What follows belongs to an exercise in optimizing a design on an open flow for small area and a short achievable clock period; a production flow would make more cautious choices. RTL that was checked went through simulation tests only; none was proved equivalent to the original. Power is estimated from default activity; no workload was simulated.

// router_nport
module router_nport #(
    parameter int NPORT  = 8,
    parameter int ADDR_W = $clog2(NPORT)
) (
    input  logic             clk,
    input  logic             reset_n,
    input  logic [NPORT-1:0] din,
    input  logic [NPORT-1:0] frame_n,
    input  logic [NPORT-1:0] valid_n,
    output logic [NPORT-1:0] busy_n,
    output logic [NPORT-1:0] dout,
    output logic [NPORT-1:0] valido_n,
    output logic [NPORT-1:0] frameo_n
);
Size in the first run: about 1600 cells after synthesis, roughly 88 flip-flops, ~8700 um^2 of cells after synthesis.
==> flow/config.mk <==
export PLATFORM = sky130hd
export DESIGN_NAME = router_nport
export DESIGN_NICKNAME = router_nport
export VERILOG_FILES = /design/flow/design.v
export SDC_FILE = /design/flow/constraint.sdc
export NUM_CORES = 4
export LEC_CHECK = 0
export ABC_AREA = 1
export CAP_MARGIN = 20
export CORE_MARGIN = 2
export CORE_UTILIZATION = 30
export PLACE_DENSITY = 0.45
export SLEW_MARGIN = 20
export SYNTH_HIERARCHICAL = 1
export SYNTH_MINIMUM_KEEP_SIZE = 0
==> flow/constraint.sdc <==
create_clock -name core_clock -period 10.0 [get_ports {clk}]
set_input_delay 2.0000 -clock core_clock [delete_from_list [all_inputs] [get_ports {clk}]]
set_output_delay 2.0000 -clock core_clock [all_outputs]
set_load 0.01 [all_outputs]
standard.sh (not shown) runs the stock make flow with config.mk's settings and CLKGATE_MAP_FILE= SYNTH_SCRIPT=/design/flow/synth_recipe.tcl, a recipe that flattens the netlist after the stock synthesis.
==> flow/flow/run.sh <==
#!/bin/bash
# Own layout flow: the standard synthesis and layout, with small port
# buffers and repair_timing aiming for a larger setup margin (the SDC is
# unchanged).
set -euo pipefail
bash standard.sh synth > synth.log 2>&1
export BUFFER_PORTS_ARGS="-buffer_cell sky130_fd_sc_hd__buf_2"
export SETUP_SLACK_MARGIN=7.15
bash standard.sh finish > layout.log 2>&1
Then changed:
--- a/flow/flow/run.sh
+++ b/flow/flow/run.sh
@@ -7,3 +7,3 @@
 export BUFFER_PORTS_ARGS="-buffer_cell sky130_fd_sc_hd__buf_2"
-export SETUP_SLACK_MARGIN=7.15
+export SETUP_SLACK_MARGIN=7.0
 bash standard.sh finish > layout.log 2>&1
Synthesized area stays the same.
Power drops by a few percent.
Design area drops by a few percent.
Clock-buffer cell count does not change.
Combinational power goes down by a few percent.
Worst setup slack barely changes.
Routed wire length falls by a few percent.
Worst hold slack got worse by 3.3 ps.
Register-to-register slack got worse by 20 ps.
Critical path depth does not change.
Global-route usage is about the same.
Then changed:
--- a/flow/flow/run.sh
+++ b/flow/flow/run.sh
@@ -7,3 +7,3 @@
 export BUFFER_PORTS_ARGS="-buffer_cell sky130_fd_sc_hd__buf_2"
-export SETUP_SLACK_MARGIN=7.0
+export SETUP_SLACK_MARGIN=7.25
 bash standard.sh finish > layout.log 2>&1
Effect: Sequential cell count does not change; final cell count came out higher slightly; register-to-register slack gains 150 ps; utilization is higher by 1.9 points; worst setup slack got worse by 14 ps; combinational power grows by a few percent; clock power rose by a few percent.
Function was not checked in any run of this note: the RTL went through the layout flow alone.

---

Setup of alpha:
The RTL this note starts from:
==> flow/design.v <==
module router_nport #(
    parameter int NPORT  = 8,
    parameter int ADDR_W = $clog2(NPORT)
) (
    input  logic             clk,
    input  logic             reset_n,
    input  logic [NPORT-1:0] din,
    input  logic [NPORT-1:0] frame_n,
    input  logic [NPORT-1:0] valid_n,
    output logic [NPORT-1:0] busy_n,
    output logic [NPORT-1:0] dout,
    output logic [NPORT-1:0] valido_n,
    output logic [NPORT-1:0] frameo_n
);
    localparam int N = 8;
    localparam int W = 3;
    logic [W:0]   r_sr    [N];
    logic [N-1:0] w_inArb;
    logic [W-1:0] w_addr  [N];
    logic [N-1:0] r_ov;
    logic [W-1:0] r_ptr   [N];
    logic [N-1:0] r_dout, r_valido, r_frameo;
    logic [N-1:0] w_arb;
    logic [N-1:0] w_req   [N];    
    logic [N-1:0] w_st    [N];    
    logic [N-1:0] w_gnt   [N];    
    logic [N-1:0] w_granted;
    logic [W-1:0] w_pnext [N];
    logic [N-1:0] w_any;
    logic [N-1:0] w_dsel, w_vsel, w_fsel;
    always_comb begin
        for (int i = 0; i < N; i++) begin
            w_inArb[i]  = r_sr[i][0];
            w_addr[i] = r_sr[i][W:1];
        end
    end
    assign w_arb = w_inArb;
    always_comb begin
        for (int d = 0; d < N; d++)
            for (int i = 0; i < N; i++) begin
                w_req[d][i] = w_arb[i] && (w_addr[i] == d);
                w_st[d][i]  = (r_ptr[d] == i);
            end
    end
    function automatic logic [N-1:0] prefixOr(input logic [N-1:0] x);
        logic [N-1:0] p1, p2, p4;
        p1 = x  | {x[N-2:0], 1'b0};
        p2 = p1 | {p1[N-3:0], 2'b0};
        p4 = p2 | {p2[N-5:0], 4'b0};
        prefixOr = {p4[N-2:0], 1'b0};
    endfunction
    always_comb begin
        w_granted = '0;
        for (int d = 0; d < N; d++) begin
            logic [N-1:0] above, hi, x;
            above = prefixOr(w_st[d]) | w_st[d];    
            hi    = w_req[d] & above;
            x     = (hi != '0) ? hi : w_req[d];
            w_gnt[d] = x & ~prefixOr(x) & {N{!r_ov[d]}};
            w_any[d] = (w_req[d] != '0);
            w_pnext[d] = '0;    
            for (int i = 0; i < N; i++)
                if (w_gnt[d][i]) w_pnext[d] = w_pnext[d] | W'((i + 1) % N);
            w_granted = w_granted | w_gnt[d];
        end
    end
    always_comb begin
        for (int d = 0; d < N; d++) begin
            w_dsel[d] = 1'b0;
            w_vsel[d] = 1'b0;
            w_fsel[d] = 1'b0;
            for (int i = 0; i < N; i++) begin
                w_dsel[d] = w_dsel[d] | (w_st[d][(i + 1) % N] & din[i]);
                w_vsel[d] = w_vsel[d] | (w_st[d][(i + 1) % N] & valid_n[i]);
                w_fsel[d] = w_fsel[d] | (w_st[d][(i + 1) % N] & frame_n[i]);
            end
        end
    end
    always_ff @(posedge clk or negedge reset_n) begin
        if (!reset_n) begin
            for (int i = 0; i < N; i++) r_sr[i] <= '0;
        end else begin
            for (int i = 0; i < N; i++) begin
                if (r_sr[i][0]) begin
                    if (w_granted[i]) r_sr[i] <= '0;           
                end else if (frame_n[i]) begin
                    r_sr[i] <= 4'b1000;                        
                end else if (r_sr[i] != '0) begin
                    r_sr[i] <= {din[i], r_sr[i][W:1]};         
                end
            end
        end
    end
    always_ff @(posedge clk or negedge reset_n) begin
        if (!reset_n) begin
            r_ov       <= '0;
            r_dout     <= '0;
            r_valido   <= '0;
            r_frameo   <= '0;
            for (int d = 0; d < N; d++) r_ptr[d] <= '0;
        end else begin
            for (int d = 0; d < N; d++) begin
                if (r_ov[d]) begin
                    r_dout[d]     <= !w_vsel[d] && w_dsel[d];
                    r_valido[d]   <= !w_vsel[d];
                    r_frameo[d]   <= !w_fsel[d];
                    r_ov[d]       <= !w_fsel[d];
                end else begin
                    r_dout[d]     <= 1'b0;
                    r_valido[d]   <= 1'b0;
                    r_frameo[d]   <= 1'b0;
                    if (w_any[d]) begin
                        r_ov[d]  <= 1'b1;
                        r_ptr[d] <= w_pnext[d];
                    end
                end
            end
        end
    end
    assign busy_n   = ~w_inArb;
    assign dout     = r_dout;
    assign valido_n = ~r_valido;
    assign frameo_n = ~r_frameo;
endmodule
clock: 10.0 ns
lec_check: 0
abc_area: 1
cap_margin: 20
core_margin: 2
core_utilization: 30
place_density: 0.45
slew_margin: 20
==> flow/flow/run.sh <==
#!/bin/bash
# Own layout flow: the standard synthesis and layout, with small port
# buffers and repair_timing aiming for a larger setup margin (the SDC is
# unchanged).
set -euo pipefail
bash standard.sh synth > synth.log 2>&1
export BUFFER_PORTS_ARGS="-buffer_cell sky130_fd_sc_hd__buf_1"
export SETUP_SLACK_MARGIN=7.0
bash standard.sh finish > layout.log 2>&1
## Diff of input files: beta against alpha
diff --git a/flow/flow/run.sh b/flow/flow/run.sh
--- a/flow/flow/run.sh
+++ b/flow/flow/run.sh
@@ -6,4 +6,4 @@
 bash standard.sh synth > synth.log 2>&1
-export BUFFER_PORTS_ARGS="-buffer_cell sky130_fd_sc_hd__buf_1"
-export SETUP_SLACK_MARGIN=7.0
+export BUFFER_PORTS_ARGS="-buffer_cell sky130_fd_sc_hd__buf_2"
+export SETUP_SLACK_MARGIN=7.3
 bash standard.sh finish > layout.log 2>&1
## What came out
Reported for alpha and beta, count of cells along the worst hold path turned out identical to the last digit.
Comparing alpha and beta, global-route usage is higher on beta.
Compared with alpha, beta shows a higher met1 capacity usage during global routing.
The core of beta is more densely filled than that of alpha.
When beta is measured against alpha, its overall power after layout turns out 340 uW higher.
Relative to alpha, fmax has gone up in beta.
Setup changes, beta to gamma
Settings: setting CTS_BUF_LIST to sky130_fd_sc_hd__clkbuf_8 for the first time.
diff --git a/flow/flow/run.sh b/flow/flow/run.sh
--- a/flow/flow/run.sh
+++ b/flow/flow/run.sh
@@ -7,3 +7,3 @@
 export BUFFER_PORTS_ARGS="-buffer_cell sky130_fd_sc_hd__buf_2"
-export SETUP_SLACK_MARGIN=7.3
+export SETUP_SLACK_MARGIN=7.0
 bash standard.sh finish > layout.log 2>&1
## What came out
- A end of the critical path of busy_n[1] is what beta shows, while frameo_n[4] belongs to gamma.
- Time the worst path needs with I/O delays and setup in gamma is 0.085 ns above beta.
- Sort gamma and beta by initial antenna violation count asc -> top: gamma
- Taking beta as the reference, in gamma biggest cell delay along the critical path has increased; top achievable clock speed decreased by 2.8% relative to the old numbers; area of all placed cells without fillers shows a reduction of about 13%.
For delta, these inputs were changed with respect to gamma:
Settings: CTS_BUF_LIST: sky130_fd_sc_hd__clkbuf_8 -> unset.
==> comparison <==
Having completed the whole flow, delta delivered a layout that passed the timing, DRC and antenna checks.
The type of the worst setup path comes out reg2out in one run and in2reg in the other, namely in gamma and delta respectively.
Summary of delta over gamma: layout buffer count excluding clock buffers fell 6.4%, total via count after detailed routing about even, routed wire length on met3 fell 13%.
Relative to gamma, overall global routing resource usage has gone down in delta.
Input changes introduced in epsilon (baseline for comparison: delta):
==> flow/flow/run.sh <==
#!/bin/bash
# Own layout flow:
#  1. the standard synthesis (standard.sh synth);
#  2. the gates between the flip-flops re-mapped with an area-oriented ABC
#     script (flow/resynth.sh, flow/abc.script); flip-flops untouched;
#  3. the standard layout from that netlist, with small port buffers and
#     repair_timing aiming for a larger setup margin (the SDC is unchanged).
set -euo pipefail
work=$(pwd)
res=$work/orfs/results/sky130hd/router_nport/base
logs=$work/orfs/logs/sky130hd/router_nport/base
obj=$work/orfs/objects/sky130hd/router_nport/base
bash standard.sh synth > synth.log 2>&1
bash flow/resynth.sh "$res" "$logs" "$obj" "$work/flow/abc.script" > resynth_run.log 2>&1
mv "$res/1_2_yosys_new.v" "$res/1_2_yosys.v"
rm -f "$res/1_synth.odb" "$res/1_synth.sdc"
export BUFFER_PORTS_ARGS="-buffer_cell sky130_fd_sc_hd__buf_2"
export SETUP_SLACK_MARGIN=7.0
bash standard.sh finish > layout.log 2>&1
==> flow/flow/abc.script (new file) <==
strash
dch
map -D 2000 -a
topo
buffer -c
upsize -c
dnsize -c
==> flow/flow/resynth.sh (new file) <==
#!/bin/bash
# Re-map the combinational logic of the standard synthesis netlist with a
# different ABC script. Flip-flops are kept as they are (same instances,
# names and cell types); only the gates between them are rebuilt.
# usage: resynth.sh RESULTS_DIR LOG_DIR OBJECTS_DIR ABC_SCRIPT
set -euo pipefail
res=$1; logs=$2; obj=$3; scr=$4
lib=$FLOW_HOME/platforms/sky130hd/lib/sky130_fd_sc_hd__tt_025C_1v80.lib
yosys_bin=$(command -v yosys || echo "$FLOW_HOME/../tools/install/yosys/bin/yosys")

# every -dont_use argument of the standard synthesis' abc call
dont_use=$(grep -m1 '^abc ' "$logs/1_2_yosys.log" | grep -o -- '-dont_use [^ ]*' | tr '\n' ' ')
cp "$res/1_2_yosys.v" "$res/1_2_yosys_std.v"
cat > resynth.ys <<Y
read_liberty -overwrite -ignore_miss_func -setattr liberty_cell $lib
read_verilog $res/1_2_yosys_std.v
hierarchy -top $FLOW_TOP
setattr -mod -set keep_hierarchy 1 sky130_fd_sc_hd__df*
setattr -mod -set keep_hierarchy 1 sky130_fd_sc_hd__edf*
setattr -mod -set keep_hierarchy 1 sky130_fd_sc_hd__conb*
flatten
opt_clean
techmap
opt -fast
abc -script $scr -liberty $lib $dont_use -constr $obj/abc.constr
opt_clean -purge
hilomap -singleton -hicell sky130_fd_sc_hd__conb_1 HI -locell sky130_fd_sc_hd__conb_1 LO
splitnets
opt_clean -purge
stat -liberty $lib
select $FLOW_TOP
write_verilog -noattr -noexpr -nohex -nodec -selected $res/1_2_yosys_new.v
Y
"$yosys_bin" -l resynth.log resynth.ys > /dev/null
==> comparison <==
epsilon ends up with lower number of rows created at floorplan than delta does. Global-route wire length before repair: higher on delta. When the final numbers for delta and epsilon were put side by side, the worst setup slack turned out to be greater in delta. Going from delta to epsilon, net switching fraction of the power fell 0.88 points; achievable frequency lost about 2.1%; cell area up about 3.5%; register area went up by about 0.9%. Relative to delta, the number of standard cells after synthesis measured on epsilon has decreased by more than 10%. Comparing delta and epsilon, the higher sequential share of layout area is on delta.

static timing again, ports no longer ideal:
Ports are ideal in the flow. The routed layouts listed here were re-timed in OpenROAD.
Step 1 (the two cells are an assumption about what drives the block):
set clk [get_ports {clk}]
set_driving_cell -lib_cell sky130_fd_sc_hd__clkbuf_16 $clk
set_driving_cell -lib_cell sky130_fd_sc_hd__buf_2 [delete_from_list [all_inputs] $clk]
Step 2 adds t to the input delays and takes it off the output delays; t is the mean of the earliest and latest rising clock arrival at the registers after step 1. Input paths then give back, and output paths get back, about the clock's delay inside the block.
Slacks: ideal / step 1 / step 2; pairs: ideal / step 1.
run	t, ns	setup WS [ns]	worst data-port slew with drivers (ns)
the first run of note 1	0.406	7.041 / 6.993 / 6.661	0.04
the second run of note 1	0.406	7.043 / 6.996 / 6.761	0.04
the third run of note 1	0.408	7.029 / 6.978 / 6.883	0.04
alpha	0.413	6.996 / 6.965 / 6.601	0.06
beta	0.404	7.035 / 6.986 / 6.697	0.06
gamma	0.446	6.950 / 6.901 / 6.544	0.03
delta	0.409	6.980 / 6.941 / 6.600	0.03
epsilon	0.404	6.914 / 6.914 / 6.621	0.04
After both steps every run listed still meets setup and hold. For gamma, which loses most, drivers alone change the setup slack by -0.049 ns; drivers and shift together by -0.406 ns.
